This is an optimization exercise on Yosys and OpenROAD, whose aim is a short achievable clock period and few clock cycles per item, not a production implementation. Function was checked by simulation only, so behaviour that the tests miss may differ from the original. No activity file was given, so power comes from the tool's default toggle rates.

Setup of job 8017:
==> module dma_ctrl, before the edit <==
module dma_ctrl
(
  input  logic            CLK0,
  input  logic            RST0,
  input  logic            nb_load,
  input  dma_pkg::waddr_t nb_addr,
  input  dma_pkg::blen_t  nb_len,
  input  logic            nb_to_bram,
  output logic            nb_free,
  output dma_pkg::ext_burst_t ext_burst,
  input  logic            ext_ready,
  output dma_pkg::blen_t  credit_rd,    
  output dma_pkg::blen_t  credit_wr,    
  output dma_pkg::owed_t  credit_rd_m1,  
  output dma_pkg::owed_t  credit_wr_m1,
  output logic            busy
);
  logic            sv;
  dma_pkg::waddr_t s_addr;
  dma_pkg::blen_t  s_len;
  logic            s_to_bram;
  logic            o_rd;
  logic            o_wr;
  dma_pkg::waddr_t o_addr;
  dma_pkg::blen_t  o_len;
  logic            o_free;
  logic            o_rd_nx;
  logic            o_wr_nx;
  logic            p_rd;
  logic            p_wr;
  dma_pkg::waddr_t p_addr;
  dma_pkg::blen_t  p_len;
  dma_pkg::owed_t  o_len_m1;
  logic            s_take;
  assign o_free  = !(o_rd || o_wr) || ext_ready;
  assign s_take  = sv && o_free;
  assign nb_free = !sv;   
  assign o_len_m1 = dma_pkg::owed_t'(o_len) - 1'b1;
  assign ext_burst = {p_addr, {dma_pkg::ADDR_OFFSET{1'b0}}, p_rd, p_wr, p_len};
  assign o_rd_nx = !RST0 && (s_take ? s_to_bram  : (o_rd && !ext_ready));
  assign o_wr_nx = !RST0 && (s_take ? !s_to_bram : (o_wr && !ext_ready));
  port_reg #(.W(2)) u_p_en (.CLK0(CLK0), .d({o_rd_nx, o_wr_nx}), .q({p_rd, p_wr}));
  port_reg #(.W(dma_pkg::W_WA + dma_pkg::W_BLEN)) u_p_burst (
    .CLK0 (CLK0),
    .d    (s_take ? {s_addr, s_len} : {o_addr, o_len}),
    .q    ({p_addr, p_len})
  );
  always_ff @(posedge CLK0) begin
    if (RST0) begin
      sv        <= 1'b0;
      o_rd      <= 1'b0;
      o_wr      <= 1'b0;
      credit_rd <= '0;
      credit_wr <= '0;
      credit_rd_m1 <= '1;
      credit_wr_m1 <= '1;
    end else begin
      if (nb_load) sv <= 1'b1;
      else if (s_take) sv <= 1'b0;
      o_rd <= o_rd_nx;
      o_wr <= o_wr_nx;
      credit_rd <= (o_rd && ext_ready) ? o_len : '0;
      credit_wr <= (o_wr && ext_ready) ? o_len : '0;
      credit_rd_m1 <= (o_rd && ext_ready) ? o_len_m1 : '1;
      credit_wr_m1 <= (o_wr && ext_ready) ? o_len_m1 : '1;
    end
  end
  always_ff @(posedge CLK0) begin
    if (nb_load) begin
      s_addr    <= nb_addr;
      s_len     <= nb_len;
      s_to_bram <= nb_to_bram;
    end
    if (s_take) begin
      o_addr <= s_addr;
      o_len  <= s_len;
    end
  end
  assign busy = sv || o_rd || o_wr || (credit_rd != '0) || (credit_wr != '0);
endmodule
Settings: LEC_CHECK=0, ABC_CLOCK_PERIOD_IN_PS=1500, CAP_MARGIN=20, CORE_MARGIN=2, CORE_UTILIZATION=50, SETUP_SLACK_MARGIN=3.3, SLEW_MARGIN=20, SYNTH_HIERARCHICAL=1, SYNTH_MINIMUM_KEEP_SIZE=0; clock period 5.5 ns.
run.sh (not shown) runs the stock make flow with config.mk's settings and CLKGATE_MAP_FILE= SYNTH_SCRIPT=/design/flow/synth_recipe.tcl, a recipe that flattens the netlist after the stock synthesis.
Job 8017 finished every step from synthesis to the final layout, and the layout passed the timing, design-rule and antenna checks.
Testbench counts of job 8017, summed over its fixed seeds: cycles 17,393, words 25,338.
Setup changes, job 8017 to job 9387
--- a/flow/design.v
+++ b/flow/design.v
@@ -6,11 +6,11 @@
   localparam int W_BLEN        = 9;    
   localparam int CMD_SLOTS    = 4;
   localparam int W_OWED       = 14;
   localparam int W_QCMD       = W_WA + 1 + W_EXT_A + 1 + 1 + 2 * W_BLEN;   
   localparam int RD_BUF       = 12;     
-  localparam int WR_BUF       = 8;     
+  localparam int WR_BUF       = 16;     
   typedef logic [W_D-1:0]      data_t;
   typedef logic [W_EXT_A-1:0]  ext_addr_t;
   typedef logic [W_EXT_A:0]    word_count_t;
   typedef logic [W_BLEN-1:0]   blen_t;
   typedef logic [W_WA-1:0]     waddr_t;
@@ -435,15 +435,17 @@
   logic            p_rd;
   logic            p_wr;
   dma_pkg::waddr_t p_addr;
   dma_pkg::blen_t  p_len;
   dma_pkg::owed_t  o_len_m1;
+  dma_pkg::owed_t  nb_len_m1;
   logic            s_take;
   assign o_free  = !(o_rd || o_wr) || ext_ready;
   assign s_take  = sv && o_free;
   assign nb_free = !sv;   
-  assign o_len_m1 = dma_pkg::owed_t'(o_len) - 1'b1;
+  assign o_len_m1  = dma_pkg::owed_t'(o_len) - 1'b1;
+  assign nb_len_m1 = dma_pkg::owed_t'(nb_len) - 1'b1;
   assign ext_burst = {p_addr, {dma_pkg::ADDR_OFFSET{1'b0}}, p_rd, p_wr, p_len};
   assign o_rd_nx = !RST0 && (s_take ? s_to_bram  : (o_rd && !ext_ready));
   assign o_wr_nx = !RST0 && (s_take ? !s_to_bram : (o_wr && !ext_ready));
   port_reg #(.W(2)) u_p_en (.CLK0(CLK0), .d({o_rd_nx, o_wr_nx}), .q({p_rd, p_wr}));
   port_reg #(.W(dma_pkg::W_WA + dma_pkg::W_BLEN)) u_p_burst (
@@ -464,13 +466,13 @@
       if (nb_load) sv <= 1'b1;
       else if (s_take) sv <= 1'b0;
       o_rd <= o_rd_nx;
       o_wr <= o_wr_nx;
       credit_rd <= (o_rd && ext_ready) ? o_len : '0;
-      credit_wr <= (o_wr && ext_ready) ? o_len : '0;
+      credit_wr <= (nb_load && !nb_to_bram) ? nb_len : '0;
       credit_rd_m1 <= (o_rd && ext_ready) ? o_len_m1 : '1;
-      credit_wr_m1 <= (o_wr && ext_ready) ? o_len_m1 : '1;
+      credit_wr_m1 <= (nb_load && !nb_to_bram) ? nb_len_m1 : '1;
     end
   end
   always_ff @(posedge CLK0) begin
     if (nb_load) begin
       s_addr    <= nb_addr;
==> results.txt <==
- From job 8017 to job 9387 the numbers moved as follows: highest net fanout along the worst path ~0 delta; wire length of the first global-routing pass +22%; setup slack after layout -0.047 ns; overall track demand over capacity in global routing +0.61 points.
- Sort job 9387 and job 8017 by part of the power in the clock network, ascending, and job 8017 comes first.
- Synthesis left job 9387 with more flip-flops than job 8017.
- From job 9387 to job 8017, port buffer count did not move at all.
- Compared with job 8017, in job 9387 hold slack went down by 0.011 ns; relative area of clock buffers and inverters in the final design was more or less identical.
- Final area: job 9387 > job 8017
- Sequential share of layout area across job 9387 and job 8017: no real change.
Testbench counts of job 9387, summed over its fixed seeds: cycles 17,362, words 25,338.

## what the ideal ports hide
The results above use ideal ports. As a check the final layouts listed here were re-extracted and re-timed, cells and wires unchanged.
Step 1: set_driving_cell puts a clkbuf_16 on CLK0 and a buf_2 on each other input, an assumption about the parent block.
Step 2 moves the port delays by t, midway between the first and last clock arrival at a register: inputs arrive t later, outputs are due t later. That takes back most of the time a late clock gives input paths.
Three values: ideal ports, drivers, drivers and shift; two values: the first two.
run | shift t [ns] | setup slack, ns | worst hold slack (ns) | pins driven straight from the clock port
job 8017 | 0.797 | 3.025 / 2.982 / 2.426 | 0.432 / 0.432 / 0.432 | 1
job 9387 | 0.863 | 2.978 / 2.946 / 2.493 | 0.421 / 0.421 / 0.421 | 1
After both steps every run listed still meets setup and hold. For job 8017, which loses most, drivers alone change the setup slack by -0.043 ns; drivers and shift together by -0.599 ns.
